What follows belongs to an exercise in optimizing a design on an open flow for small area and a short achievable clock period; a production flow would make more cautious choices. Function was checked by simulation only, so behaviour that the tests miss may differ from the original. Power is estimated from default activity; no workload was simulated.

<file path="constraint.sdc">
create_clock -name core_clock -period 7.0 [get_ports {aclk}]
set_input_delay 1.4000 -clock core_clock [delete_from_list [all_inputs] [get_ports {aclk}]]
set_output_delay 1.4000 -clock core_clock [all_outputs]
set_load 0.01 [all_outputs]
</file>
<file path="design.v">
package fft_stream_pkg;
  localparam int SAMPLE_W = 16;
endpackage
module mag_fa (
  input  logic a,
  input  logic b,
  input  logic c,
  output logic s,
  output logic co
);
  assign s  = a ^ b ^ c;
  assign co = (a & b) | (a & c) | (b & c);
endmodule
module fft_mag_sq_frame
#(
  parameter  int FFT_LEN = 64,
  localparam int IDX_W   = $clog2(FFT_LEN)
) (
  input  logic             aclk,
  input  logic             areset,
  input  logic [31:0]      slave_tdata,
  input  logic             slave_tvalid,
  output logic             slave_tready,
  output logic [31:0]      master_tdata,
  output logic             master_tvalid,
  input  logic             master_tready,
  output logic             master_tlast,
  output logic [IDX_W-1:0] peak_bin,
  output logic [31:0]      peak_mag,
  output logic             peak_valid
);
  localparam logic [IDX_W-1:0] LAST_IDX = IDX_W'(FFT_LEN - 1);
  logic             en_s, hs_s, first_s, last_s, upd_s;
  logic [15:0]      re_s, im_s, re_abs_s, im_abs_s;
  logic [31:0]      row0_s, row1_s, mag_s;
  logic [15:0]      tree_a_s, tree_b_s;
  logic [31:0]      tree_row0_s, tree_row1_s;
  logic             s1_valid_r, s2_valid_r;
  logic [15:0]      s1_re_r, s1_im_r;
  logic [31:0]      s2_row0_r, s2_row1_r;
  logic [IDX_W-1:0] bin_cnt_r;
  logic [31:0]      run_max_r, peak_mag_r;
  logic [IDX_W-1:0] run_bin_r, peak_bin_r;
  logic             peak_valid_r;
  assign en_s         = master_tready;
  assign slave_tready = master_tready;
  assign re_s     = slave_tdata[15:0];
  assign im_s     = slave_tdata[31:16];
  assign re_abs_s = re_s[15] ? (~re_s + 16'd1) : re_s;
  assign im_abs_s = im_s[15] ? (~im_s + 16'd1) : im_s;
  always_ff @(posedge aclk) begin
    if (areset) begin
      s1_valid_r <= 1'b0;
      s2_valid_r <= 1'b0;
    end else if (en_s) begin
      s1_valid_r <= slave_tvalid;
      s2_valid_r <= s1_valid_r;
    end
  end
  always_ff @(posedge aclk) begin
    if (en_s) begin
      s1_re_r   <= re_abs_s;
      s1_im_r   <= im_abs_s;
      s2_row0_r <= row0_s;
      s2_row1_r <= row1_s;
    end
  end
  assign tree_a_s = s1_re_r;
  assign tree_b_s = s1_im_r;
  assign row0_s   = tree_row0_s;
  assign row1_s   = tree_row1_s;
  wire ppa_0_1 = tree_a_s[0] & tree_a_s[1];
  wire ppa_0_2 = tree_a_s[0] & tree_a_s[2];
  wire ppa_0_3 = tree_a_s[0] & tree_a_s[3];
  wire ppa_0_4 = tree_a_s[0] & tree_a_s[4];
  wire ppa_0_5 = tree_a_s[0] & tree_a_s[5];
  wire ppa_0_6 = tree_a_s[0] & tree_a_s[6];
  wire ppa_0_7 = tree_a_s[0] & tree_a_s[7];
  wire ppa_0_8 = tree_a_s[0] & tree_a_s[8];
  wire ppa_0_9 = tree_a_s[0] & tree_a_s[9];
  wire ppa_0_10 = tree_a_s[0] & tree_a_s[10];
  wire ppa_0_11 = tree_a_s[0] & tree_a_s[11];
  wire ppa_0_12 = tree_a_s[0] & tree_a_s[12];
  wire ppa_0_13 = tree_a_s[0] & tree_a_s[13];
  wire ppa_0_14 = tree_a_s[0] & tree_a_s[14];
  wire ppa_1_2 = tree_a_s[1] & tree_a_s[2];
  wire ppa_1_3 = tree_a_s[1] & tree_a_s[3];
  wire ppa_1_4 = tree_a_s[1] & tree_a_s[4];
  wire ppa_1_5 = tree_a_s[1] & tree_a_s[5];
  wire ppa_1_6 = tree_a_s[1] & tree_a_s[6];
  wire ppa_1_7 = tree_a_s[1] & tree_a_s[7];
  wire ppa_1_8 = tree_a_s[1] & tree_a_s[8];
  wire ppa_1_9 = tree_a_s[1] & tree_a_s[9];
  wire ppa_1_10 = tree_a_s[1] & tree_a_s[10];
  wire ppa_1_11 = tree_a_s[1] & tree_a_s[11];
  wire ppa_1_12 = tree_a_s[1] & tree_a_s[12];
  wire ppa_1_13 = tree_a_s[1] & tree_a_s[13];
  wire ppa_1_14 = tree_a_s[1] & tree_a_s[14];
  wire ppa_2_3 = tree_a_s[2] & tree_a_s[3];
  wire ppa_2_4 = tree_a_s[2] & tree_a_s[4];
  wire ppa_2_5 = tree_a_s[2] & tree_a_s[5];
  wire ppa_2_6 = tree_a_s[2] & tree_a_s[6];
  wire ppa_2_7 = tree_a_s[2] & tree_a_s[7];
  wire ppa_2_8 = tree_a_s[2] & tree_a_s[8];
  wire ppa_2_9 = tree_a_s[2] & tree_a_s[9];
  wire ppa_2_10 = tree_a_s[2] & tree_a_s[10];
  wire ppa_2_11 = tree_a_s[2] & tree_a_s[11];
  wire ppa_2_12 = tree_a_s[2] & tree_a_s[12];
  wire ppa_2_13 = tree_a_s[2] & tree_a_s[13];
  wire ppa_2_14 = tree_a_s[2] & tree_a_s[14];
  wire ppa_3_4 = tree_a_s[3] & tree_a_s[4];
  wire ppa_3_5 = tree_a_s[3] & tree_a_s[5];
  wire ppa_3_6 = tree_a_s[3] & tree_a_s[6];
  wire ppa_3_7 = tree_a_s[3] & tree_a_s[7];
  wire ppa_3_8 = tree_a_s[3] & tree_a_s[8];
  wire ppa_3_9 = tree_a_s[3] & tree_a_s[9];
  wire ppa_3_10 = tree_a_s[3] & tree_a_s[10];
  wire ppa_3_11 = tree_a_s[3] & tree_a_s[11];
  wire ppa_3_12 = tree_a_s[3] & tree_a_s[12];
  wire ppa_3_13 = tree_a_s[3] & tree_a_s[13];
  wire ppa_3_14 = tree_a_s[3] & tree_a_s[14];
  wire ppa_4_5 = tree_a_s[4] & tree_a_s[5];
  wire ppa_4_6 = tree_a_s[4] & tree_a_s[6];
  wire ppa_4_7 = tree_a_s[4] & tree_a_s[7];
  wire ppa_4_8 = tree_a_s[4] & tree_a_s[8];
  wire ppa_4_9 = tree_a_s[4] & tree_a_s[9];
  wire ppa_4_10 = tree_a_s[4] & tree_a_s[10];
  wire ppa_4_11 = tree_a_s[4] & tree_a_s[11];
  wire ppa_4_12 = tree_a_s[4] & tree_a_s[12];
  wire ppa_4_13 = tree_a_s[4] & tree_a_s[13];
  wire ppa_4_14 = tree_a_s[4] & tree_a_s[14];
  wire ppa_5_6 = tree_a_s[5] & tree_a_s[6];
  wire ppa_5_7 = tree_a_s[5] & tree_a_s[7];
  wire ppa_5_8 = tree_a_s[5] & tree_a_s[8];
  wire ppa_5_9 = tree_a_s[5] & tree_a_s[9];
  wire ppa_5_10 = tree_a_s[5] & tree_a_s[10];
  wire ppa_5_11 = tree_a_s[5] & tree_a_s[11];
  wire ppa_5_12 = tree_a_s[5] & tree_a_s[12];
  wire ppa_5_13 = tree_a_s[5] & tree_a_s[13];
  wire ppa_5_14 = tree_a_s[5] & tree_a_s[14];
  wire ppa_6_7 = tree_a_s[6] & tree_a_s[7];
  wire ppa_6_8 = tree_a_s[6] & tree_a_s[8];
  wire ppa_6_9 = tree_a_s[6] & tree_a_s[9];
  wire ppa_6_10 = tree_a_s[6] & tree_a_s[10];
  wire ppa_6_11 = tree_a_s[6] & tree_a_s[11];
  wire ppa_6_12 = tree_a_s[6] & tree_a_s[12];
  wire ppa_6_13 = tree_a_s[6] & tree_a_s[13];
  wire ppa_6_14 = tree_a_s[6] & tree_a_s[14];
  wire ppa_7_8 = tree_a_s[7] & tree_a_s[8];
  wire ppa_7_9 = tree_a_s[7] & tree_a_s[9];
  wire ppa_7_10 = tree_a_s[7] & tree_a_s[10];
  wire ppa_7_11 = tree_a_s[7] & tree_a_s[11];
  wire ppa_7_12 = tree_a_s[7] & tree_a_s[12];
  wire ppa_7_13 = tree_a_s[7] & tree_a_s[13];
  wire ppa_7_14 = tree_a_s[7] & tree_a_s[14];
  wire ppa_8_9 = tree_a_s[8] & tree_a_s[9];
  wire ppa_8_10 = tree_a_s[8] & tree_a_s[10];
  wire ppa_8_11 = tree_a_s[8] & tree_a_s[11];
  wire ppa_8_12 = tree_a_s[8] & tree_a_s[12];
  wire ppa_8_13 = tree_a_s[8] & tree_a_s[13];
  wire ppa_8_14 = tree_a_s[8] & tree_a_s[14];
  wire ppa_9_10 = tree_a_s[9] & tree_a_s[10];
  wire ppa_9_11 = tree_a_s[9] & tree_a_s[11];
  wire ppa_9_12 = tree_a_s[9] & tree_a_s[12];
  wire ppa_9_13 = tree_a_s[9] & tree_a_s[13];
  wire ppa_9_14 = tree_a_s[9] & tree_a_s[14];
  wire ppa_10_11 = tree_a_s[10] & tree_a_s[11];
  wire ppa_10_12 = tree_a_s[10] & tree_a_s[12];
  wire ppa_10_13 = tree_a_s[10] & tree_a_s[13];
  wire ppa_10_14 = tree_a_s[10] & tree_a_s[14];
  wire ppa_11_12 = tree_a_s[11] & tree_a_s[12];
  wire ppa_11_13 = tree_a_s[11] & tree_a_s[13];
  wire ppa_11_14 = tree_a_s[11] & tree_a_s[14];
  wire ppa_12_13 = tree_a_s[12] & tree_a_s[13];
  wire ppa_12_14 = tree_a_s[12] & tree_a_s[14];
  wire ppa_13_14 = tree_a_s[13] & tree_a_s[14];
  wire ppb_0_1 = tree_b_s[0] & tree_b_s[1];
  wire ppb_0_2 = tree_b_s[0] & tree_b_s[2];
  wire ppb_0_3 = tree_b_s[0] & tree_b_s[3];
  wire ppb_0_4 = tree_b_s[0] & tree_b_s[4];
  wire ppb_0_5 = tree_b_s[0] & tree_b_s[5];
  wire ppb_0_6 = tree_b_s[0] & tree_b_s[6];
  wire ppb_0_7 = tree_b_s[0] & tree_b_s[7];
  wire ppb_0_8 = tree_b_s[0] & tree_b_s[8];
  wire ppb_0_9 = tree_b_s[0] & tree_b_s[9];
  wire ppb_0_10 = tree_b_s[0] & tree_b_s[10];
  wire ppb_0_11 = tree_b_s[0] & tree_b_s[11];
  wire ppb_0_12 = tree_b_s[0] & tree_b_s[12];
  wire ppb_0_13 = tree_b_s[0] & tree_b_s[13];
  wire ppb_0_14 = tree_b_s[0] & tree_b_s[14];
  wire ppb_1_2 = tree_b_s[1] & tree_b_s[2];
  wire ppb_1_3 = tree_b_s[1] & tree_b_s[3];
  wire ppb_1_4 = tree_b_s[1] & tree_b_s[4];
  wire ppb_1_5 = tree_b_s[1] & tree_b_s[5];
  wire ppb_1_6 = tree_b_s[1] & tree_b_s[6];
  wire ppb_1_7 = tree_b_s[1] & tree_b_s[7];
  wire ppb_1_8 = tree_b_s[1] & tree_b_s[8];
  wire ppb_1_9 = tree_b_s[1] & tree_b_s[9];
  wire ppb_1_10 = tree_b_s[1] & tree_b_s[10];
  wire ppb_1_11 = tree_b_s[1] & tree_b_s[11];
  wire ppb_1_12 = tree_b_s[1] & tree_b_s[12];
  wire ppb_1_13 = tree_b_s[1] & tree_b_s[13];
  wire ppb_1_14 = tree_b_s[1] & tree_b_s[14];
  wire ppb_2_3 = tree_b_s[2] & tree_b_s[3];
  wire ppb_2_4 = tree_b_s[2] & tree_b_s[4];
  wire ppb_2_5 = tree_b_s[2] & tree_b_s[5];
  wire ppb_2_6 = tree_b_s[2] & tree_b_s[6];
  wire ppb_2_7 = tree_b_s[2] & tree_b_s[7];
  wire ppb_2_8 = tree_b_s[2] & tree_b_s[8];
  wire ppb_2_9 = tree_b_s[2] & tree_b_s[9];
  wire ppb_2_10 = tree_b_s[2] & tree_b_s[10];
  wire ppb_2_11 = tree_b_s[2] & tree_b_s[11];
  wire ppb_2_12 = tree_b_s[2] & tree_b_s[12];
  wire ppb_2_13 = tree_b_s[2] & tree_b_s[13];
  wire ppb_2_14 = tree_b_s[2] & tree_b_s[14];
  wire ppb_3_4 = tree_b_s[3] & tree_b_s[4];
  wire ppb_3_5 = tree_b_s[3] & tree_b_s[5];
  wire ppb_3_6 = tree_b_s[3] & tree_b_s[6];
  wire ppb_3_7 = tree_b_s[3] & tree_b_s[7];
  wire ppb_3_8 = tree_b_s[3] & tree_b_s[8];
  wire ppb_3_9 = tree_b_s[3] & tree_b_s[9];
  wire ppb_3_10 = tree_b_s[3] & tree_b_s[10];
  wire ppb_3_11 = tree_b_s[3] & tree_b_s[11];
  wire ppb_3_12 = tree_b_s[3] & tree_b_s[12];
  wire ppb_3_13 = tree_b_s[3] & tree_b_s[13];
  wire ppb_3_14 = tree_b_s[3] & tree_b_s[14];
  wire ppb_4_5 = tree_b_s[4] & tree_b_s[5];
  wire ppb_4_6 = tree_b_s[4] & tree_b_s[6];
  wire ppb_4_7 = tree_b_s[4] & tree_b_s[7];
  wire ppb_4_8 = tree_b_s[4] & tree_b_s[8];
  wire ppb_4_9 = tree_b_s[4] & tree_b_s[9];
  wire ppb_4_10 = tree_b_s[4] & tree_b_s[10];
  wire ppb_4_11 = tree_b_s[4] & tree_b_s[11];
  wire ppb_4_12 = tree_b_s[4] & tree_b_s[12];
  wire ppb_4_13 = tree_b_s[4] & tree_b_s[13];
  wire ppb_4_14 = tree_b_s[4] & tree_b_s[14];
  wire ppb_5_6 = tree_b_s[5] & tree_b_s[6];
  wire ppb_5_7 = tree_b_s[5] & tree_b_s[7];
  wire ppb_5_8 = tree_b_s[5] & tree_b_s[8];
  wire ppb_5_9 = tree_b_s[5] & tree_b_s[9];
  wire ppb_5_10 = tree_b_s[5] & tree_b_s[10];
  wire ppb_5_11 = tree_b_s[5] & tree_b_s[11];
  wire ppb_5_12 = tree_b_s[5] & tree_b_s[12];
  wire ppb_5_13 = tree_b_s[5] & tree_b_s[13];
  wire ppb_5_14 = tree_b_s[5] & tree_b_s[14];
  wire ppb_6_7 = tree_b_s[6] & tree_b_s[7];
  wire ppb_6_8 = tree_b_s[6] & tree_b_s[8];
  wire ppb_6_9 = tree_b_s[6] & tree_b_s[9];
  wire ppb_6_10 = tree_b_s[6] & tree_b_s[10];
  wire ppb_6_11 = tree_b_s[6] & tree_b_s[11];
  wire ppb_6_12 = tree_b_s[6] & tree_b_s[12];
  wire ppb_6_13 = tree_b_s[6] & tree_b_s[13];
  wire ppb_6_14 = tree_b_s[6] & tree_b_s[14];
  wire ppb_7_8 = tree_b_s[7] & tree_b_s[8];
  wire ppb_7_9 = tree_b_s[7] & tree_b_s[9];
  wire ppb_7_10 = tree_b_s[7] & tree_b_s[10];
  wire ppb_7_11 = tree_b_s[7] & tree_b_s[11];
  wire ppb_7_12 = tree_b_s[7] & tree_b_s[12];
  wire ppb_7_13 = tree_b_s[7] & tree_b_s[13];
  wire ppb_7_14 = tree_b_s[7] & tree_b_s[14];
  wire ppb_8_9 = tree_b_s[8] & tree_b_s[9];
  wire ppb_8_10 = tree_b_s[8] & tree_b_s[10];
  wire ppb_8_11 = tree_b_s[8] & tree_b_s[11];
  wire ppb_8_12 = tree_b_s[8] & tree_b_s[12];
  wire ppb_8_13 = tree_b_s[8] & tree_b_s[13];
  wire ppb_8_14 = tree_b_s[8] & tree_b_s[14];
  wire ppb_9_10 = tree_b_s[9] & tree_b_s[10];
  wire ppb_9_11 = tree_b_s[9] & tree_b_s[11];
  wire ppb_9_12 = tree_b_s[9] & tree_b_s[12];
  wire ppb_9_13 = tree_b_s[9] & tree_b_s[13];
  wire ppb_9_14 = tree_b_s[9] & tree_b_s[14];
  wire ppb_10_11 = tree_b_s[10] & tree_b_s[11];
  wire ppb_10_12 = tree_b_s[10] & tree_b_s[12];
  wire ppb_10_13 = tree_b_s[10] & tree_b_s[13];
  wire ppb_10_14 = tree_b_s[10] & tree_b_s[14];
  wire ppb_11_12 = tree_b_s[11] & tree_b_s[12];
  wire ppb_11_13 = tree_b_s[11] & tree_b_s[13];
  wire ppb_11_14 = tree_b_s[11] & tree_b_s[14];
  wire ppb_12_13 = tree_b_s[12] & tree_b_s[13];
  wire ppb_12_14 = tree_b_s[12] & tree_b_s[14];
  wire ppb_13_14 = tree_b_s[13] & tree_b_s[14];
  wire ha0_s = tree_a_s[6] ^ tree_b_s[6];
  wire ha0_c = tree_a_s[6] & tree_b_s[6];
  wire fa1_s, fa1_c;
  mag_fa u_fa1 (.a(tree_a_s[7]), .b(tree_b_s[7]), .c(ppa_0_13), .s(fa1_s), .co(fa1_c));
  wire ha2_s = ppa_1_12 ^ ppa_2_11;
  wire ha2_c = ppa_1_12 & ppa_2_11;
  wire fa3_s, fa3_c;
  mag_fa u_fa3 (.a(ppa_0_14), .b(ppa_1_13), .c(ppa_2_12), .s(fa3_s), .co(fa3_c));
  wire ha4_s = ppa_3_11 ^ ppa_4_10;
  wire ha4_c = ppa_3_11 & ppa_4_10;
  wire fa5_s, fa5_c;
  mag_fa u_fa5 (.a(tree_a_s[8]), .b(tree_b_s[8]), .c(ppa_1_14), .s(fa5_s), .co(fa5_c));
  wire fa6_s, fa6_c;
  mag_fa u_fa6 (.a(ppa_2_13), .b(ppa_3_12), .c(ppa_4_11), .s(fa6_s), .co(fa6_c));
  wire ha7_s = ppa_5_10 ^ ppa_6_9;
  wire ha7_c = ppa_5_10 & ppa_6_9;
  wire fa8_s, fa8_c;
  mag_fa u_fa8 (.a(ppa_2_14), .b(ppa_3_13), .c(ppa_4_12), .s(fa8_s), .co(fa8_c));
  wire fa9_s, fa9_c;
  mag_fa u_fa9 (.a(tree_a_s[9]), .b(tree_b_s[9]), .c(ppa_3_14), .s(fa9_s), .co(fa9_c));
  wire ha10_s = tree_a_s[4] ^ tree_b_s[4];
  wire ha10_c = tree_a_s[4] & tree_b_s[4];
  wire fa11_s, fa11_c;
  mag_fa u_fa11 (.a(tree_a_s[5]), .b(tree_b_s[5]), .c(ppa_0_9), .s(fa11_s), .co(fa11_c));
  wire ha12_s = ppa_1_8 ^ ppa_2_7;
  wire ha12_c = ppa_1_8 & ppa_2_7;
  wire fa13_s, fa13_c;
  mag_fa u_fa13 (.a(ppa_0_10), .b(ppa_1_9), .c(ppa_2_8), .s(fa13_s), .co(fa13_c));
  wire ha14_s = ppa_3_7 ^ ppa_4_6;
  wire ha14_c = ppa_3_7 & ppa_4_6;
  wire fa15_s, fa15_c;
  mag_fa u_fa15 (.a(ppa_0_11), .b(ppa_1_10), .c(ppa_2_9), .s(fa15_s), .co(fa15_c));
  wire fa16_s, fa16_c;
  mag_fa u_fa16 (.a(ppa_3_8), .b(ppa_4_7), .c(ppa_5_6), .s(fa16_s), .co(fa16_c));
  wire fa17_s, fa17_c;
  mag_fa u_fa17 (.a(ppb_0_11), .b(ppb_1_10), .c(ppb_2_9), .s(fa17_s), .co(fa17_c));
  wire fa18_s, fa18_c;
  mag_fa u_fa18 (.a(ppa_0_12), .b(ppa_1_11), .c(ppa_2_10), .s(fa18_s), .co(fa18_c));
  wire fa19_s, fa19_c;
  mag_fa u_fa19 (.a(ppa_3_9), .b(ppa_4_8), .c(ppa_5_7), .s(fa19_s), .co(fa19_c));
  wire fa20_s, fa20_c;
  mag_fa u_fa20 (.a(ppb_0_12), .b(ppb_1_11), .c(ppb_2_10), .s(fa20_s), .co(fa20_c));
  wire ha21_s = ppb_3_9 ^ ppb_4_8;
  wire ha21_c = ppb_3_9 & ppb_4_8;
  wire fa22_s, fa22_c;
  mag_fa u_fa22 (.a(ppa_3_10), .b(ppa_4_9), .c(ppa_5_8), .s(fa22_s), .co(fa22_c));
  wire fa23_s, fa23_c;
  mag_fa u_fa23 (.a(ppa_6_7), .b(ppb_0_13), .c(ppb_1_12), .s(fa23_s), .co(fa23_c));
  wire fa24_s, fa24_c;
  mag_fa u_fa24 (.a(ppb_2_11), .b(ppb_3_10), .c(ppb_4_9), .s(fa24_s), .co(fa24_c));
  wire fa25_s, fa25_c;
  mag_fa u_fa25 (.a(ppb_5_8), .b(ppb_6_7), .c(ha2_s), .s(fa25_s), .co(fa25_c));
  wire fa26_s, fa26_c;
  mag_fa u_fa26 (.a(ppa_5_9), .b(ppa_6_8), .c(ppb_0_14), .s(fa26_s), .co(fa26_c));
  wire fa27_s, fa27_c;
  mag_fa u_fa27 (.a(ppb_1_13), .b(ppb_2_12), .c(ppb_3_11), .s(fa27_s), .co(fa27_c));
  wire fa28_s, fa28_c;
  mag_fa u_fa28 (.a(ppb_4_10), .b(ppb_5_9), .c(ppb_6_8), .s(fa28_s), .co(fa28_c));
  wire fa29_s, fa29_c;
  mag_fa u_fa29 (.a(ha2_c), .b(ha4_s), .c(fa1_c), .s(fa29_s), .co(fa29_c));
  wire fa30_s, fa30_c;
  mag_fa u_fa30 (.a(ppa_7_8), .b(ppb_1_14), .c(ppb_2_13), .s(fa30_s), .co(fa30_c));
  wire fa31_s, fa31_c;
  mag_fa u_fa31 (.a(ppb_3_12), .b(ppb_4_11), .c(ppb_5_10), .s(fa31_s), .co(fa31_c));
  wire fa32_s, fa32_c;
  mag_fa u_fa32 (.a(ppb_6_9), .b(ppb_7_8), .c(ha4_c), .s(fa32_s), .co(fa32_c));
  wire fa33_s, fa33_c;
  mag_fa u_fa33 (.a(ha7_s), .b(fa3_c), .c(fa5_s), .s(fa33_s), .co(fa33_c));
  wire fa34_s, fa34_c;
  mag_fa u_fa34 (.a(ppa_5_11), .b(ppa_6_10), .c(ppa_7_9), .s(fa34_s), .co(fa34_c));
  wire fa35_s, fa35_c;
  mag_fa u_fa35 (.a(ppb_2_14), .b(ppb_3_13), .c(ppb_4_12), .s(fa35_s), .co(fa35_c));
  wire fa36_s, fa36_c;
  mag_fa u_fa36 (.a(ppb_5_11), .b(ppb_6_10), .c(ppb_7_9), .s(fa36_s), .co(fa36_c));
  wire fa37_s, fa37_c;
  mag_fa u_fa37 (.a(ha7_c), .b(fa5_c), .c(fa6_c), .s(fa37_s), .co(fa37_c));
  wire fa38_s, fa38_c;
  mag_fa u_fa38 (.a(ppa_4_13), .b(ppa_5_12), .c(ppa_6_11), .s(fa38_s), .co(fa38_c));
  wire fa39_s, fa39_c;
  mag_fa u_fa39 (.a(ppa_7_10), .b(ppa_8_9), .c(ppb_3_14), .s(fa39_s), .co(fa39_c));
  wire fa40_s, fa40_c;
  mag_fa u_fa40 (.a(ppb_4_13), .b(ppb_5_12), .c(ppb_6_11), .s(fa40_s), .co(fa40_c));
  wire fa41_s, fa41_c;
  mag_fa u_fa41 (.a(ppb_7_10), .b(ppb_8_9), .c(fa8_c), .s(fa41_s), .co(fa41_c));
  wire fa42_s, fa42_c;
  mag_fa u_fa42 (.a(ppa_4_14), .b(ppa_5_13), .c(ppa_6_12), .s(fa42_s), .co(fa42_c));
  wire fa43_s, fa43_c;
  mag_fa u_fa43 (.a(ppa_7_11), .b(ppa_8_10), .c(ppb_4_14), .s(fa43_s), .co(fa43_c));
  wire fa44_s, fa44_c;
  mag_fa u_fa44 (.a(ppb_5_13), .b(ppb_6_12), .c(ppb_7_11), .s(fa44_s), .co(fa44_c));
  wire fa45_s, fa45_c;
  mag_fa u_fa45 (.a(tree_a_s[10]), .b(tree_b_s[10]), .c(ppa_5_14), .s(fa45_s), .co(fa45_c));
  wire fa46_s, fa46_c;
  mag_fa u_fa46 (.a(ppa_6_13), .b(ppa_7_12), .c(ppa_8_11), .s(fa46_s), .co(fa46_c));
  wire fa47_s, fa47_c;
  mag_fa u_fa47 (.a(ppa_9_10), .b(ppb_5_14), .c(ppb_6_13), .s(fa47_s), .co(fa47_c));
  wire fa48_s, fa48_c;
  mag_fa u_fa48 (.a(ppa_6_14), .b(ppa_7_13), .c(ppa_8_12), .s(fa48_s), .co(fa48_c));
  wire fa49_s, fa49_c;
  mag_fa u_fa49 (.a(tree_a_s[11]), .b(tree_b_s[11]), .c(ppa_7_14), .s(fa49_s), .co(fa49_c));
  wire fa50_s, fa50_c;
  mag_fa u_fa50 (.a(tree_a_s[3]), .b(tree_b_s[3]), .c(ppa_0_5), .s(fa50_s), .co(fa50_c));
  wire ha51_s = ppa_0_6 ^ ppa_1_5;
  wire ha51_c = ppa_0_6 & ppa_1_5;
  wire fa52_s, fa52_c;
  mag_fa u_fa52 (.a(ppa_0_7), .b(ppa_1_6), .c(ppa_2_5), .s(fa52_s), .co(fa52_c));
  wire fa53_s, fa53_c;
  mag_fa u_fa53 (.a(ppa_3_4), .b(ppb_0_7), .c(ppb_1_6), .s(fa53_s), .co(fa53_c));
  wire fa54_s, fa54_c;
  mag_fa u_fa54 (.a(ppa_0_8), .b(ppa_1_7), .c(ppa_2_6), .s(fa54_s), .co(fa54_c));
  wire fa55_s, fa55_c;
  mag_fa u_fa55 (.a(ppa_3_5), .b(ppb_0_8), .c(ppb_1_7), .s(fa55_s), .co(fa55_c));
  wire ha56_s = ppb_2_6 ^ ppb_3_5;
  wire ha56_c = ppb_2_6 & ppb_3_5;
  wire fa57_s, fa57_c;
  mag_fa u_fa57 (.a(ppa_3_6), .b(ppa_4_5), .c(ppb_0_9), .s(fa57_s), .co(fa57_c));
  wire fa58_s, fa58_c;
  mag_fa u_fa58 (.a(ppb_1_8), .b(ppb_2_7), .c(ppb_3_6), .s(fa58_s), .co(fa58_c));
  wire fa59_s, fa59_c;
  mag_fa u_fa59 (.a(ppb_4_5), .b(ha12_s), .c(fa11_s), .s(fa59_s), .co(fa59_c));
  wire fa60_s, fa60_c;
  mag_fa u_fa60 (.a(ppb_0_10), .b(ppb_1_9), .c(ppb_2_8), .s(fa60_s), .co(fa60_c));
  wire fa61_s, fa61_c;
  mag_fa u_fa61 (.a(ppb_3_7), .b(ppb_4_6), .c(ha12_c), .s(fa61_s), .co(fa61_c));
  wire fa62_s, fa62_c;
  mag_fa u_fa62 (.a(ha14_s), .b(fa11_c), .c(fa13_s), .s(fa62_s), .co(fa62_c));
  wire fa63_s, fa63_c;
  mag_fa u_fa63 (.a(ppb_3_8), .b(ppb_4_7), .c(ppb_5_6), .s(fa63_s), .co(fa63_c));
  wire fa64_s, fa64_c;
  mag_fa u_fa64 (.a(ha0_s), .b(ha14_c), .c(fa13_c), .s(fa64_s), .co(fa64_c));
  wire fa65_s, fa65_c;
  mag_fa u_fa65 (.a(fa15_s), .b(fa16_s), .c(fa17_s), .s(fa65_s), .co(fa65_c));
  wire fa66_s, fa66_c;
  mag_fa u_fa66 (.a(ppb_5_7), .b(ha0_c), .c(ha21_s), .s(fa66_s), .co(fa66_c));
  wire fa67_s, fa67_c;
  mag_fa u_fa67 (.a(fa15_c), .b(fa16_c), .c(fa17_c), .s(fa67_s), .co(fa67_c));
  wire fa68_s, fa68_c;
  mag_fa u_fa68 (.a(fa18_s), .b(fa19_s), .c(fa20_s), .s(fa68_s), .co(fa68_c));
  wire fa69_s, fa69_c;
  mag_fa u_fa69 (.a(ha21_c), .b(fa18_c), .c(fa19_c), .s(fa69_s), .co(fa69_c));
  wire fa70_s, fa70_c;
  mag_fa u_fa70 (.a(fa20_c), .b(fa22_s), .c(fa23_s), .s(fa70_s), .co(fa70_c));
  wire fa71_s, fa71_c;
  mag_fa u_fa71 (.a(fa24_s), .b(fa1_s), .c(fa25_s), .s(fa71_s), .co(fa71_c));
  wire fa72_s, fa72_c;
  mag_fa u_fa72 (.a(fa22_c), .b(fa23_c), .c(fa24_c), .s(fa72_s), .co(fa72_c));
  wire fa73_s, fa73_c;
  mag_fa u_fa73 (.a(fa26_s), .b(fa27_s), .c(fa28_s), .s(fa73_s), .co(fa73_c));
  wire fa74_s, fa74_c;
  mag_fa u_fa74 (.a(fa3_s), .b(fa25_c), .c(fa29_s), .s(fa74_s), .co(fa74_c));
  wire fa75_s, fa75_c;
  mag_fa u_fa75 (.a(fa26_c), .b(fa27_c), .c(fa28_c), .s(fa75_s), .co(fa75_c));
  wire fa76_s, fa76_c;
  mag_fa u_fa76 (.a(fa30_s), .b(fa31_s), .c(fa6_s), .s(fa76_s), .co(fa76_c));
  wire fa77_s, fa77_c;
  mag_fa u_fa77 (.a(fa32_s), .b(fa29_c), .c(fa33_s), .s(fa77_s), .co(fa77_c));
  wire fa78_s, fa78_c;
  mag_fa u_fa78 (.a(fa30_c), .b(fa31_c), .c(fa34_s), .s(fa78_s), .co(fa78_c));
  wire fa79_s, fa79_c;
  mag_fa u_fa79 (.a(fa35_s), .b(fa36_s), .c(fa8_s), .s(fa79_s), .co(fa79_c));
  wire fa80_s, fa80_c;
  mag_fa u_fa80 (.a(fa32_c), .b(fa37_s), .c(fa33_c), .s(fa80_s), .co(fa80_c));
  wire fa81_s, fa81_c;
  mag_fa u_fa81 (.a(fa34_c), .b(fa35_c), .c(fa36_c), .s(fa81_s), .co(fa81_c));
  wire fa82_s, fa82_c;
  mag_fa u_fa82 (.a(fa38_s), .b(fa39_s), .c(fa40_s), .s(fa82_s), .co(fa82_c));
  wire fa83_s, fa83_c;
  mag_fa u_fa83 (.a(fa9_s), .b(fa37_c), .c(fa41_s), .s(fa83_s), .co(fa83_c));
  wire fa84_s, fa84_c;
  mag_fa u_fa84 (.a(ppb_8_10), .b(fa9_c), .c(fa38_c), .s(fa84_s), .co(fa84_c));
  wire fa85_s, fa85_c;
  mag_fa u_fa85 (.a(fa39_c), .b(fa40_c), .c(fa42_s), .s(fa85_s), .co(fa85_c));
  wire fa86_s, fa86_c;
  mag_fa u_fa86 (.a(fa43_s), .b(fa44_s), .c(fa41_c), .s(fa86_s), .co(fa86_c));
  wire fa87_s, fa87_c;
  mag_fa u_fa87 (.a(ppb_7_12), .b(ppb_8_11), .c(ppb_9_10), .s(fa87_s), .co(fa87_c));
  wire fa88_s, fa88_c;
  mag_fa u_fa88 (.a(fa42_c), .b(fa43_c), .c(fa44_c), .s(fa88_s), .co(fa88_c));
  wire fa89_s, fa89_c;
  mag_fa u_fa89 (.a(fa45_s), .b(fa46_s), .c(fa47_s), .s(fa89_s), .co(fa89_c));
  wire fa90_s, fa90_c;
  mag_fa u_fa90 (.a(ppa_9_11), .b(ppb_6_14), .c(ppb_7_13), .s(fa90_s), .co(fa90_c));
  wire fa91_s, fa91_c;
  mag_fa u_fa91 (.a(ppb_8_12), .b(ppb_9_11), .c(fa45_c), .s(fa91_s), .co(fa91_c));
  wire fa92_s, fa92_c;
  mag_fa u_fa92 (.a(fa46_c), .b(fa47_c), .c(fa48_s), .s(fa92_s), .co(fa92_c));
  wire fa93_s, fa93_c;
  mag_fa u_fa93 (.a(ppa_8_13), .b(ppa_9_12), .c(ppa_10_11), .s(fa93_s), .co(fa93_c));
  wire fa94_s, fa94_c;
  mag_fa u_fa94 (.a(ppb_7_14), .b(ppb_8_13), .c(ppb_9_12), .s(fa94_s), .co(fa94_c));
  wire fa95_s, fa95_c;
  mag_fa u_fa95 (.a(ppb_10_11), .b(fa48_c), .c(fa49_s), .s(fa95_s), .co(fa95_c));
  wire fa96_s, fa96_c;
  mag_fa u_fa96 (.a(ppa_8_14), .b(ppa_9_13), .c(ppa_10_12), .s(fa96_s), .co(fa96_c));
  wire fa97_s, fa97_c;
  mag_fa u_fa97 (.a(ppb_8_14), .b(ppb_9_13), .c(ppb_10_12), .s(fa97_s), .co(fa97_c));
  wire fa98_s, fa98_c;
  mag_fa u_fa98 (.a(tree_a_s[12]), .b(tree_b_s[12]), .c(ppa_9_14), .s(fa98_s), .co(fa98_c));
  wire fa99_s, fa99_c;
  mag_fa u_fa99 (.a(ppa_10_13), .b(ppa_11_12), .c(ppb_9_14), .s(fa99_s), .co(fa99_c));
  wire fa100_s, fa100_c;
  mag_fa u_fa100 (.a(tree_a_s[2]), .b(tree_b_s[2]), .c(ppa_0_3), .s(fa100_s), .co(fa100_c));
  wire ha101_s = ppa_0_4 ^ ppa_1_3;
  wire ha101_c = ppa_0_4 & ppa_1_3;
  wire fa102_s, fa102_c;
  mag_fa u_fa102 (.a(ppa_1_4), .b(ppa_2_3), .c(ppb_0_5), .s(fa102_s), .co(fa102_c));
  wire ha103_s = ppb_1_4 ^ ppb_2_3;
  wire ha103_c = ppb_1_4 & ppb_2_3;
  wire fa104_s, fa104_c;
  mag_fa u_fa104 (.a(ppa_2_4), .b(ppb_0_6), .c(ppb_1_5), .s(fa104_s), .co(fa104_c));
  wire fa105_s, fa105_c;
  mag_fa u_fa105 (.a(ppb_2_4), .b(ha51_s), .c(fa50_c), .s(fa105_s), .co(fa105_c));
  wire fa106_s, fa106_c;
  mag_fa u_fa106 (.a(ppb_2_5), .b(ppb_3_4), .c(ha10_s), .s(fa106_s), .co(fa106_c));
  wire fa107_s, fa107_c;
  mag_fa u_fa107 (.a(ha51_c), .b(fa52_s), .c(fa53_s), .s(fa107_s), .co(fa107_c));
  wire fa108_s, fa108_c;
  mag_fa u_fa108 (.a(ha10_c), .b(ha56_s), .c(fa52_c), .s(fa108_s), .co(fa108_c));
  wire fa109_s, fa109_c;
  mag_fa u_fa109 (.a(fa53_c), .b(fa54_s), .c(fa55_s), .s(fa109_s), .co(fa109_c));
  wire fa110_s, fa110_c;
  mag_fa u_fa110 (.a(ha56_c), .b(fa54_c), .c(fa55_c), .s(fa110_s), .co(fa110_c));
  wire fa111_s, fa111_c;
  mag_fa u_fa111 (.a(fa57_s), .b(fa58_s), .c(fa59_s), .s(fa111_s), .co(fa111_c));
  wire fa112_s, fa112_c;
  mag_fa u_fa112 (.a(fa57_c), .b(fa58_c), .c(fa60_s), .s(fa112_s), .co(fa112_c));
  wire fa113_s, fa113_c;
  mag_fa u_fa113 (.a(fa61_s), .b(fa59_c), .c(fa62_s), .s(fa113_s), .co(fa113_c));
  wire fa114_s, fa114_c;
  mag_fa u_fa114 (.a(fa60_c), .b(fa63_s), .c(fa61_c), .s(fa114_s), .co(fa114_c));
  wire fa115_s, fa115_c;
  mag_fa u_fa115 (.a(fa64_s), .b(fa62_c), .c(fa65_s), .s(fa115_s), .co(fa115_c));
  wire fa116_s, fa116_c;
  mag_fa u_fa116 (.a(fa63_c), .b(fa66_s), .c(fa64_c), .s(fa116_s), .co(fa116_c));
  wire fa117_s, fa117_c;
  mag_fa u_fa117 (.a(fa67_s), .b(fa65_c), .c(fa68_s), .s(fa117_s), .co(fa117_c));
  wire fa118_s, fa118_c;
  mag_fa u_fa118 (.a(fa66_c), .b(fa67_c), .c(fa69_s), .s(fa118_s), .co(fa118_c));
  wire fa119_s, fa119_c;
  mag_fa u_fa119 (.a(fa68_c), .b(fa70_s), .c(fa71_s), .s(fa119_s), .co(fa119_c));
  wire fa120_s, fa120_c;
  mag_fa u_fa120 (.a(fa69_c), .b(fa72_s), .c(fa70_c), .s(fa120_s), .co(fa120_c));
  wire fa121_s, fa121_c;
  mag_fa u_fa121 (.a(fa73_s), .b(fa71_c), .c(fa74_s), .s(fa121_s), .co(fa121_c));
  wire fa122_s, fa122_c;
  mag_fa u_fa122 (.a(fa72_c), .b(fa75_s), .c(fa73_c), .s(fa122_s), .co(fa122_c));
  wire fa123_s, fa123_c;
  mag_fa u_fa123 (.a(fa76_s), .b(fa74_c), .c(fa77_s), .s(fa123_s), .co(fa123_c));
  wire fa124_s, fa124_c;
  mag_fa u_fa124 (.a(fa75_c), .b(fa76_c), .c(fa78_s), .s(fa124_s), .co(fa124_c));
  wire fa125_s, fa125_c;
  mag_fa u_fa125 (.a(fa79_s), .b(fa77_c), .c(fa80_s), .s(fa125_s), .co(fa125_c));
  wire fa126_s, fa126_c;
  mag_fa u_fa126 (.a(fa81_s), .b(fa78_c), .c(fa79_c), .s(fa126_s), .co(fa126_c));
  wire fa127_s, fa127_c;
  mag_fa u_fa127 (.a(fa82_s), .b(fa80_c), .c(fa83_s), .s(fa127_s), .co(fa127_c));
  wire fa128_s, fa128_c;
  mag_fa u_fa128 (.a(fa81_c), .b(fa84_s), .c(fa82_c), .s(fa128_s), .co(fa128_c));
  wire fa129_s, fa129_c;
  mag_fa u_fa129 (.a(fa85_s), .b(fa86_s), .c(fa83_c), .s(fa129_s), .co(fa129_c));
  wire fa130_s, fa130_c;
  mag_fa u_fa130 (.a(fa87_s), .b(fa84_c), .c(fa88_s), .s(fa130_s), .co(fa130_c));
  wire fa131_s, fa131_c;
  mag_fa u_fa131 (.a(fa85_c), .b(fa89_s), .c(fa86_c), .s(fa131_s), .co(fa131_c));
  wire fa132_s, fa132_c;
  mag_fa u_fa132 (.a(fa87_c), .b(fa90_s), .c(fa88_c), .s(fa132_s), .co(fa132_c));
  wire fa133_s, fa133_c;
  mag_fa u_fa133 (.a(fa91_s), .b(fa89_c), .c(fa92_s), .s(fa133_s), .co(fa133_c));
  wire fa134_s, fa134_c;
  mag_fa u_fa134 (.a(fa90_c), .b(fa93_s), .c(fa94_s), .s(fa134_s), .co(fa134_c));
  wire fa135_s, fa135_c;
  mag_fa u_fa135 (.a(fa91_c), .b(fa92_c), .c(fa95_s), .s(fa135_s), .co(fa135_c));
  wire fa136_s, fa136_c;
  mag_fa u_fa136 (.a(fa49_c), .b(fa93_c), .c(fa94_c), .s(fa136_s), .co(fa136_c));
  wire fa137_s, fa137_c;
  mag_fa u_fa137 (.a(fa96_s), .b(fa97_s), .c(fa95_c), .s(fa137_s), .co(fa137_c));
  wire fa138_s, fa138_c;
  mag_fa u_fa138 (.a(ppb_10_13), .b(ppb_11_12), .c(fa96_c), .s(fa138_s), .co(fa138_c));
  wire fa139_s, fa139_c;
  mag_fa u_fa139 (.a(fa97_c), .b(fa98_s), .c(fa99_s), .s(fa139_s), .co(fa139_c));
  wire fa140_s, fa140_c;
  mag_fa u_fa140 (.a(ppa_10_14), .b(ppa_11_13), .c(ppb_10_14), .s(fa140_s), .co(fa140_c));
  wire fa141_s, fa141_c;
  mag_fa u_fa141 (.a(ppb_11_13), .b(fa98_c), .c(fa99_c), .s(fa141_s), .co(fa141_c));
  wire fa142_s, fa142_c;
  mag_fa u_fa142 (.a(tree_a_s[13]), .b(tree_b_s[13]), .c(ppa_11_14), .s(fa142_s), .co(fa142_c));
  wire fa143_s, fa143_c;
  mag_fa u_fa143 (.a(ppa_12_13), .b(ppb_11_14), .c(ppb_12_13), .s(fa143_s), .co(fa143_c));
  wire ha144_s = tree_a_s[1] ^ tree_b_s[1];
  wire ha144_c = tree_a_s[1] & tree_b_s[1];
  wire ha145_s = ppa_1_2 ^ ppb_0_3;
  wire ha145_c = ppa_1_2 & ppb_0_3;
  wire fa146_s, fa146_c;
  mag_fa u_fa146 (.a(ppb_0_4), .b(ppb_1_3), .c(ha101_s), .s(fa146_s), .co(fa146_c));
  wire fa147_s, fa147_c;
  mag_fa u_fa147 (.a(ha101_c), .b(ha103_s), .c(fa102_s), .s(fa147_s), .co(fa147_c));
  wire fa148_s, fa148_c;
  mag_fa u_fa148 (.a(ha103_c), .b(fa102_c), .c(fa104_s), .s(fa148_s), .co(fa148_c));
  wire fa149_s, fa149_c;
  mag_fa u_fa149 (.a(fa104_c), .b(fa106_s), .c(fa105_c), .s(fa149_s), .co(fa149_c));
  wire fa150_s, fa150_c;
  mag_fa u_fa150 (.a(fa106_c), .b(fa108_s), .c(fa107_c), .s(fa150_s), .co(fa150_c));
  wire fa151_s, fa151_c;
  mag_fa u_fa151 (.a(fa108_c), .b(fa110_s), .c(fa109_c), .s(fa151_s), .co(fa151_c));
  wire fa152_s, fa152_c;
  mag_fa u_fa152 (.a(fa110_c), .b(fa112_s), .c(fa111_c), .s(fa152_s), .co(fa152_c));
  wire fa153_s, fa153_c;
  mag_fa u_fa153 (.a(fa112_c), .b(fa114_s), .c(fa113_c), .s(fa153_s), .co(fa153_c));
  wire fa154_s, fa154_c;
  mag_fa u_fa154 (.a(fa114_c), .b(fa116_s), .c(fa115_c), .s(fa154_s), .co(fa154_c));
  wire fa155_s, fa155_c;
  mag_fa u_fa155 (.a(fa116_c), .b(fa117_c), .c(fa118_s), .s(fa155_s), .co(fa155_c));
  wire fa156_s, fa156_c;
  mag_fa u_fa156 (.a(fa118_c), .b(fa120_s), .c(fa119_c), .s(fa156_s), .co(fa156_c));
  wire fa157_s, fa157_c;
  mag_fa u_fa157 (.a(fa120_c), .b(fa122_s), .c(fa121_c), .s(fa157_s), .co(fa157_c));
  wire fa158_s, fa158_c;
  mag_fa u_fa158 (.a(fa122_c), .b(fa124_s), .c(fa125_s), .s(fa158_s), .co(fa158_c));
  wire fa159_s, fa159_c;
  mag_fa u_fa159 (.a(fa124_c), .b(fa126_s), .c(fa125_c), .s(fa159_s), .co(fa159_c));
  wire fa160_s, fa160_c;
  mag_fa u_fa160 (.a(fa126_c), .b(fa128_s), .c(fa129_s), .s(fa160_s), .co(fa160_c));
  wire fa161_s, fa161_c;
  mag_fa u_fa161 (.a(fa128_c), .b(fa130_s), .c(fa131_s), .s(fa161_s), .co(fa161_c));
  wire fa162_s, fa162_c;
  mag_fa u_fa162 (.a(fa132_s), .b(fa130_c), .c(fa133_s), .s(fa162_s), .co(fa162_c));
  wire fa163_s, fa163_c;
  mag_fa u_fa163 (.a(fa134_s), .b(fa132_c), .c(fa133_c), .s(fa163_s), .co(fa163_c));
  wire fa164_s, fa164_c;
  mag_fa u_fa164 (.a(fa136_s), .b(fa134_c), .c(fa135_c), .s(fa164_s), .co(fa164_c));
  wire fa165_s, fa165_c;
  mag_fa u_fa165 (.a(fa136_c), .b(fa138_s), .c(fa139_s), .s(fa165_s), .co(fa165_c));
  wire fa166_s, fa166_c;
  mag_fa u_fa166 (.a(fa140_s), .b(fa138_c), .c(fa141_s), .s(fa166_s), .co(fa166_c));
  wire fa167_s, fa167_c;
  mag_fa u_fa167 (.a(fa140_c), .b(fa142_s), .c(fa143_s), .s(fa167_s), .co(fa167_c));
  wire fa168_s, fa168_c;
  mag_fa u_fa168 (.a(ppa_12_14), .b(ppb_12_14), .c(fa142_c), .s(fa168_s), .co(fa168_c));
  wire fa169_s, fa169_c;
  mag_fa u_fa169 (.a(tree_a_s[14]), .b(tree_b_s[14]), .c(ppa_13_14), .s(fa169_s), .co(fa169_c));
  wire ha170_s = ppa_0_1 ^ ppb_0_1;
  wire ha170_c = ppa_0_1 & ppb_0_1;
  wire fa171_s, fa171_c;
  mag_fa u_fa171 (.a(ppa_0_2), .b(ppb_0_2), .c(ha144_c), .s(fa171_s), .co(fa171_c));
  wire fa172_s, fa172_c;
  mag_fa u_fa172 (.a(ppb_1_2), .b(ha145_s), .c(fa100_s), .s(fa172_s), .co(fa172_c));
  wire fa173_s, fa173_c;
  mag_fa u_fa173 (.a(ha145_c), .b(fa100_c), .c(fa146_s), .s(fa173_s), .co(fa173_c));
  wire fa174_s, fa174_c;
  mag_fa u_fa174 (.a(fa50_s), .b(fa146_c), .c(fa147_s), .s(fa174_s), .co(fa174_c));
  wire fa175_s, fa175_c;
  mag_fa u_fa175 (.a(fa105_s), .b(fa147_c), .c(fa148_s), .s(fa175_s), .co(fa175_c));
  wire fa176_s, fa176_c;
  mag_fa u_fa176 (.a(fa148_c), .b(fa107_s), .c(fa149_s), .s(fa176_s), .co(fa176_c));
  wire fa177_s, fa177_c;
  mag_fa u_fa177 (.a(fa109_s), .b(fa149_c), .c(fa150_s), .s(fa177_s), .co(fa177_c));
  wire fa178_s, fa178_c;
  mag_fa u_fa178 (.a(fa150_c), .b(fa151_s), .c(fa111_s), .s(fa178_s), .co(fa178_c));
  wire fa179_s, fa179_c;
  mag_fa u_fa179 (.a(fa151_c), .b(fa113_s), .c(fa152_s), .s(fa179_s), .co(fa179_c));
  wire fa180_s, fa180_c;
  mag_fa u_fa180 (.a(fa115_s), .b(fa152_c), .c(fa153_s), .s(fa180_s), .co(fa180_c));
  wire fa181_s, fa181_c;
  mag_fa u_fa181 (.a(fa117_s), .b(fa153_c), .c(fa154_s), .s(fa181_s), .co(fa181_c));
  wire fa182_s, fa182_c;
  mag_fa u_fa182 (.a(fa119_s), .b(fa154_c), .c(fa155_s), .s(fa182_s), .co(fa182_c));
  wire fa183_s, fa183_c;
  mag_fa u_fa183 (.a(fa155_c), .b(fa121_s), .c(fa156_s), .s(fa183_s), .co(fa183_c));
  wire fa184_s, fa184_c;
  mag_fa u_fa184 (.a(fa123_s), .b(fa156_c), .c(fa157_s), .s(fa184_s), .co(fa184_c));
  wire fa185_s, fa185_c;
  mag_fa u_fa185 (.a(fa123_c), .b(fa157_c), .c(fa158_s), .s(fa185_s), .co(fa185_c));
  wire fa186_s, fa186_c;
  mag_fa u_fa186 (.a(fa127_s), .b(fa158_c), .c(fa159_s), .s(fa186_s), .co(fa186_c));
  wire fa187_s, fa187_c;
  mag_fa u_fa187 (.a(fa127_c), .b(fa159_c), .c(fa160_s), .s(fa187_s), .co(fa187_c));
  wire fa188_s, fa188_c;
  mag_fa u_fa188 (.a(fa129_c), .b(fa161_s), .c(fa160_c), .s(fa188_s), .co(fa188_c));
  wire fa189_s, fa189_c;
  mag_fa u_fa189 (.a(fa131_c), .b(fa162_s), .c(fa161_c), .s(fa189_s), .co(fa189_c));
  wire fa190_s, fa190_c;
  mag_fa u_fa190 (.a(fa135_s), .b(fa163_s), .c(fa162_c), .s(fa190_s), .co(fa190_c));
  wire fa191_s, fa191_c;
  mag_fa u_fa191 (.a(fa137_s), .b(fa163_c), .c(fa164_s), .s(fa191_s), .co(fa191_c));
  wire fa192_s, fa192_c;
  mag_fa u_fa192 (.a(fa137_c), .b(fa165_s), .c(fa164_c), .s(fa192_s), .co(fa192_c));
  wire fa193_s, fa193_c;
  mag_fa u_fa193 (.a(fa139_c), .b(fa165_c), .c(fa166_s), .s(fa193_s), .co(fa193_c));
  wire fa194_s, fa194_c;
  mag_fa u_fa194 (.a(fa141_c), .b(fa167_s), .c(fa166_c), .s(fa194_s), .co(fa194_c));
  wire fa195_s, fa195_c;
  mag_fa u_fa195 (.a(fa143_c), .b(fa168_s), .c(fa167_c), .s(fa195_s), .co(fa195_c));
  wire fa196_s, fa196_c;
  mag_fa u_fa196 (.a(ppb_13_14), .b(fa169_s), .c(fa168_c), .s(fa196_s), .co(fa196_c));
  assign tree_row0_s = {1'b0, tree_a_s[15], fa169_c, fa196_s, fa195_s, fa194_s, fa193_s, fa192_s, fa191_s, fa190_s, fa189_s, fa188_s, fa187_s, fa186_s, fa185_s, fa184_s, fa183_s, fa182_s, fa181_s, fa180_s, fa179_s, fa178_s, fa177_s, fa176_s, fa175_s, fa174_s, fa173_s, fa172_s, fa171_s, ha170_s, 1'b0, tree_a_s[0]};
  assign tree_row1_s = {1'b0, tree_b_s[15], fa196_c, fa195_c, fa194_c, fa193_c, fa192_c, fa191_c, fa190_c, fa189_c, fa188_c, fa187_c, fa186_c, fa185_c, fa184_c, fa183_c, fa182_c, fa181_c, fa180_c, fa179_c, fa178_c, fa177_c, fa176_c, fa175_c, fa174_c, fa173_c, fa172_c, fa171_c, ha170_c, ha144_s, 1'b0, tree_b_s[0]};
  assign mag_s = s2_row0_r + s2_row1_r;
  assign hs_s    = s2_valid_r && master_tready;
  assign first_s = (bin_cnt_r == {IDX_W{1'b0}});
  assign last_s  = (bin_cnt_r == LAST_IDX);
  always_ff @(posedge aclk) begin
    if (areset) begin
      bin_cnt_r <= {IDX_W{1'b0}};
    end else if (hs_s) begin
      bin_cnt_r <= bin_cnt_r + IDX_W'(1);
    end
  end
  assign upd_s = first_s || (mag_s > run_max_r);
  always_ff @(posedge aclk) begin
    if (hs_s && upd_s) begin
      run_max_r <= mag_s;
      run_bin_r <= bin_cnt_r;
    end
    if (hs_s && last_s) begin
      peak_mag_r <= upd_s ? mag_s : run_max_r;
      peak_bin_r <= upd_s ? bin_cnt_r : run_bin_r;
    end
  end
  always_ff @(posedge aclk) begin
    if (areset) begin
      peak_valid_r <= 1'b0;
    end else begin
      peak_valid_r <= hs_s && last_s;
    end
  end
  assign master_tvalid = s2_valid_r;
  assign master_tdata  = mag_s;
  assign master_tlast  = last_s;
  assign peak_bin      = peak_bin_r;
  assign peak_mag      = peak_mag_r;
  assign peak_valid    = peak_valid_r;
endmodule
</file>
<file path="config.mk">
export PLATFORM = sky130hd
export DESIGN_NAME = fft_mag_sq_frame
export DESIGN_NICKNAME = fft_mag_sq_frame
export VERILOG_FILES = /design/flow/design.v
export SDC_FILE = /design/flow/constraint.sdc
export NUM_CORES = 4
export LEC_CHECK = 0
export CAP_MARGIN = 20
export CORE_MARGIN = 2
export CORE_UTILIZATION = 40
export SLEW_MARGIN = 20
export SYNTH_HIERARCHICAL = 1
export SYNTH_MINIMUM_KEEP_SIZE = 0
</file>
<file path="run.sh">
#!/bin/bash
# synth_recipe.tcl (not shown) runs the flow's synth.tcl, then flattens the netlist and writes it again
# the make line also repeats each setting of config.mk as NAME=value (left out here)
make -C /OpenROAD-flow-scripts/flow DESIGN_CONFIG=/design/flow/config.mk WORK_HOME=/design/flow/orfs CLKGATE_MAP_FILE= SYNTH_SCRIPT=/design/flow/synth_recipe.tcl finish
</file>
==> summary.txt <==
-- kinds of logic after synthesis --
family / after synthesis
AND/OR/NAND/NOR: 339
XOR/XNOR: 57
AO/OA/AOI/OAI: 131
multiplexers: 39
buffers and inverters: 88
flip-flops: 177
adder cells (fa/ha/maj): 264
-- final cells by class --
cell class / instances / area (sq um) / area share [%]
timing repair buffer: 113 / 1120 / 6.94
inverter: 44 / 165 / 1.03
multi-input combinational: 830 / 8440 / 52.4
sequential: 177 / 5230 / 32.4
tap: 455 / 569 / 3.53
clock buffer: 18 / 429 / 2.66
clock inverter: 14 / 163 / 1.01
-- sequential cells by signal, indices dropped and copies added, names as in the netlist --
name / count
s2_valid_r: 1
run_bin_r: 6
s1_valid_r: 1
peak_valid_r: 1
s2_row1_r: 30
bin_cnt_r: 6
s1_im_r: 16
s1_re_r: 16
peak_bin_r: 6
s2_row0_r: 30
peak_mag_r: 32
run_max_r: 32
-- Yosys stat by module, one instance, submodules excluded --
module	area, sq um	copies in the design	cells inside	flops+latches
fft_mag_sq_frame	10300	1	913	177
mag_fa	20.0	182	1	0
-- stage by stage --
step | total power (W) | util, %
after floorplan | 0.00496 | -
after global placement | 0.00659 | 45.0
after detailed placement | 0.00667 | 45.0
after CTS | 0.00766 | 46.7
after global routing | 0.00833 | 46.7
final | 0.00759 | 46.7
-- worst max path at each step --
stage | start | to | slack [ps] | depth (start not counted)
finish | s2_row0_r[2] | run_max_r[14] | 1400 | 18
global route | s2_row0_r[3] | run_max_r[14] | 980 | 17
global placement | s2_row0_r[2] | run_max_r[8] | 1430 | 18
CTS | s2_row0_r[2] | run_max_r[16] | 1310 | 18
detailed placement | s2_row0_r[2] | run_max_r[8] | 1350 | 18
floorplan | s2_row0_r[2] | run_bin_r[0] | 910 | 19
-- metal layers --
metal / GRT usage [%] / part of all wire (%)
met4: 4.86 / 1.5
met3: 2.59 / 4.6
met2: 29.4 / 46
met5: 0 / 0
met1: 26.1 / 48
-- critical path: stages, from the launching register on --
cell	delay [ps]
sky130_fd_sc_hd__edfxtp_1	380
sky130_fd_sc_hd__ha_1	230
sky130_fd_sc_hd__fa_1	430
sky130_fd_sc_hd__a211oi_2	270
sky130_fd_sc_hd__o21ai_1	140
sky130_fd_sc_hd__a211oi_2	390
sky130_fd_sc_hd__o21ai_1	180
sky130_fd_sc_hd__a211o_1	380
sky130_fd_sc_hd__a221oi_2	300
sky130_fd_sc_hd__xnor2_1	180
sky130_fd_sc_hd__ha_1	350
sky130_fd_sc_hd__nand4_1	190
sky130_fd_sc_hd__nor4_1	530
sky130_fd_sc_hd__o31ai_1	180
sky130_fd_sc_hd__o311ai_1	110
sky130_fd_sc_hd__nand2_1	110
sky130_fd_sc_hd__a21boi_4	160
sky130_fd_sc_hd__nor2_4	320
sky130_fd_sc_hd__buf_4	410
-- power groups by stage --
stage               Combinational, W  Sequential, W  Clock, W
detailed placement           0.00476        0.00191         0
floorplan                    0.00315        0.00181         0
global route                 0.00539        0.00191   0.00103
CTS                          0.00479        0.00188  0.000989
global placement             0.00468        0.00190         0
finish                       0.00474        0.00188  0.000963
-- placed cells by master, fill, tap and decap left out, drive strengths merged, types with 3 or more instances in the layout --
cell	n
nor4	5
and3	7
a211oi	6
mux2	37
o21bai	11
o21ai	25
edfxtp	168
fa	183
xor2	19
or3	7
ha	81
a21oi	42
clkdlybuf4s50	108
nor3	6
nand2	41
nand3	22
and2	211
inv	50
o211ai	3
buf	5
dfxtp	9
xnor2	38
a21boi	4
clkinv	8
clkbuf	18
a21o	12
nand2b	3
o31ai	7
nor2	20
a31oi	5
nand4	8
==> impl_summary.log <==
[metrics] net count of the mapped netlist: 1,395
[metrics] kind of start point of the critical path: flip-flop
[metrics] Clock H-tree levels: 4
[metrics] critical path class: reg -> reg
[metrics] non-filler instance count after layout: 1,651
[metrics] post-route clock skew: 14.3 ps
[metrics] peak supply drop: 261 uV
[metrics] synthesized netlist cell count: 1,095
[metrics] DIE WIDTH: around 190 um
[metrics] clock transition at the registers of the reported paths: approximately 80 ps
[metrics] Pint: 0.00444 W
[metrics] Hold Path End: s1_valid_r
[metrics] # fillers: 3,108
[metrics] Critical Path Fanout Max: 28
[metrics] fraction of power consumed by sequential logic: 24.8%
[metrics] multiplexer share of the synthesized area: between 3 and 4%
[metrics] post-layout net count: 1,483
[metrics] die height: 191 um
[metrics] number of placement rows: 68
[metrics] setup repair after global routing missed its margin: no
[metrics] number of gates resized after cts: 0
[metrics] Die Area: 36,500 sq um
[metrics] summed area of non-filler cells in the final layout: 16,100 sq um
[metrics] number of antenna violations at the first check in global routing: 0
[metrics] setup slack of the most critical reg-to-reg path: between 1000 and 1500 ps
[metrics] number of buffers added by the clock tree synthesis step: 17
[metrics] final clock period utilization by the worst path: 80.0%
[metrics] area share of the largest cell type after synthesis: 36.1%
[metrics] count of flip-flops with a built-in enable after synthesis: 168
[metrics] post-synthesis adder-cell area fraction: 33.4%
[metrics] total iterations of the first detailed-routing run: 5
[metrics] cell count after placement: 1,619
[metrics] cell depth of the worst hold path: 2
[metrics] outcome: timing/DRC/antenna clean
[metrics] hold path start: s1_valid_r
[metrics] number of setup violations in the final report: 0
[metrics] area growth from synthesis to final layout: 15.2%
[metrics] P per Cell Area: ~470 nW/um^2
[metrics] reg2reg start: s2_row0_r[2]
[metrics] count of final hold-check violations: 0
[metrics] total wire length after detailed routing: approximately 31,000 um
[metrics] largest cells by area after synthesis: sky130_fd_sc_hd__edfxtp_1 (36%), sky130_fd_sc_hd__fa_1 (26%), sky130_fd_sc_hd__and2_1 (9.4%)
[metrics] overall overflow remaining after global route: 0
[metrics] synthesized flop and latch total: 177
[metrics] max-capacitance violation count: 0
[metrics] drt wl/cell: 18.9 um
[metrics] Setup crit end kind: flip-flop
[metrics] count of antenna-violating nets left after detailed routing: 0
[metrics] most instantiated library cell after synthesis: sky130_fd_sc_hd__and2_1
[metrics] Mapped Area: 14,000 sq um
[metrics] Placement Cell Area: 15,500 sq um
[metrics] path depth of the worst reg2reg path: 18
[metrics] worst-case setup margin in the final layout: about 1400 ps
[metrics] type of the worst min-delay path: reg -> reg
[metrics] CTS tree: done
[metrics] logic gate share of total power: 62.5%
[metrics] number of DRC violations after detailed-routing iteration 0: around 440
[metrics] maximum operating frequency: 179 MHz
[metrics] Clock Sinks: 177
[metrics] area inside the core boundary: ~34,000 sq um
[metrics] shortest clock period the worst path allows after layout: 5600 ps
[metrics] worst reg2reg endpoint: run_max_r[14]
[metrics] Simple-Gate Fraction of Synth Area: 13.9%
[metrics] sum of negative setup slack: 0 ps
[metrics] number of remaining DRC errors: 0
[metrics] xor/xnor cell area share of the yosys netlist: 3.57%
[metrics] static power due to leakage: 6.32 nW
[metrics] maximum number of pins on one net before global-route repair: 62
[metrics] required time of the critical path: between 7000 and 8000 ps
[metrics] number of setup buffers added after CTS: 0
[metrics] Worst Hold Slack: 512 ps
[metrics] I/O pin total: 110
[metrics] # port buffers: 109
[metrics] overall fraction of global-route tracks in use: 18.3%
[metrics] main combinational cell family by area after synthesis: adder cells
[metrics] final max-slew violation count: 0
[metrics] Routability Congestion: 0.847
[metrics] switching power summed over all nets: around 0.0032 W
[metrics] clock tree buffer depth: 2
[metrics] ratio of cells with drive above 1 in the final layout: under 10%
[metrics] post-synthesis average cell area: approximately 13 sq um
[metrics] Clk Tree Root Cell: sky130_fd_sc_hd__clkbuf_16
[metrics] top cells by count, synth: sky130_fd_sc_hd__and2_1 (211), sky130_fd_sc_hd__fa_1 (183), sky130_fd_sc_hd__edfxtp_1 (168)
[metrics] area leader, netlist: sky130_fd_sc_hd__edfxtp_1
[metrics] slew at the pin closest to its max-slew limit: between 800 and 900 ps
[metrics] area fraction in compound gates after synthesis: 6.11%
[metrics] vias after detailed routing: 8,584
[metrics] Ant. Diodes: 0
[metrics] post-placement setup slack: between 1000 and 1500 ps
[metrics] worst relative slew slack: 40.7%
[metrics] global-route wire length before repair: 50,900 um
[metrics] CTS Hold Bufs: 0
[metrics] Initial Utilization: 40.6%
[metrics] Net Sw Frac: 41.5%
[metrics] via count of the first global-routing pass: 9,196
[metrics] clock network latency to the later pin of the worst-skew pair: 440 ps
[metrics] clock group share of total power: 12.7%
[metrics] Synth cell types: 56
[metrics] Seq/Total Area, Yosys: 37.4%
[metrics] Detailed Place HPWL: 22,900 um
[metrics] Post-synth ARST share: 0%
[metrics] via density per instance: 5.20
[metrics] arrival time worst endpoint: 5690 ps
[metrics] count of yosys warnings during synthesis: 7
[metrics] Top FF cell, synth: sky130_fd_sc_hd__edfxtp_1

## what the ideal ports hide
How much do the figures lean on ideal ports? The routed layout below was timed once more, with nothing changed but the port constraints. Step 1 assumes that a clkbuf_16 drives the clock port and a buf_2 every other input. Step 2 adds t to the input delays and takes it off the output delays; t is the mean of the earliest and latest rising clock arrival at the registers after step 1. Input paths then give back, and output paths get back, about the clock's delay inside the block. a / b / c = no drivers / after step 1 / after step 2; a / b = the first two.
t (ns): 0.482
slack for setup (ns): 1.403 / 1.403 / 1.403
worst setup path at the end: register to register
cell pins on the clock port's net: 1
After both steps this run still meets setup and hold. For this run, drivers alone change the setup slack by 0.000 ns; drivers and shift together by 0.000 ns.
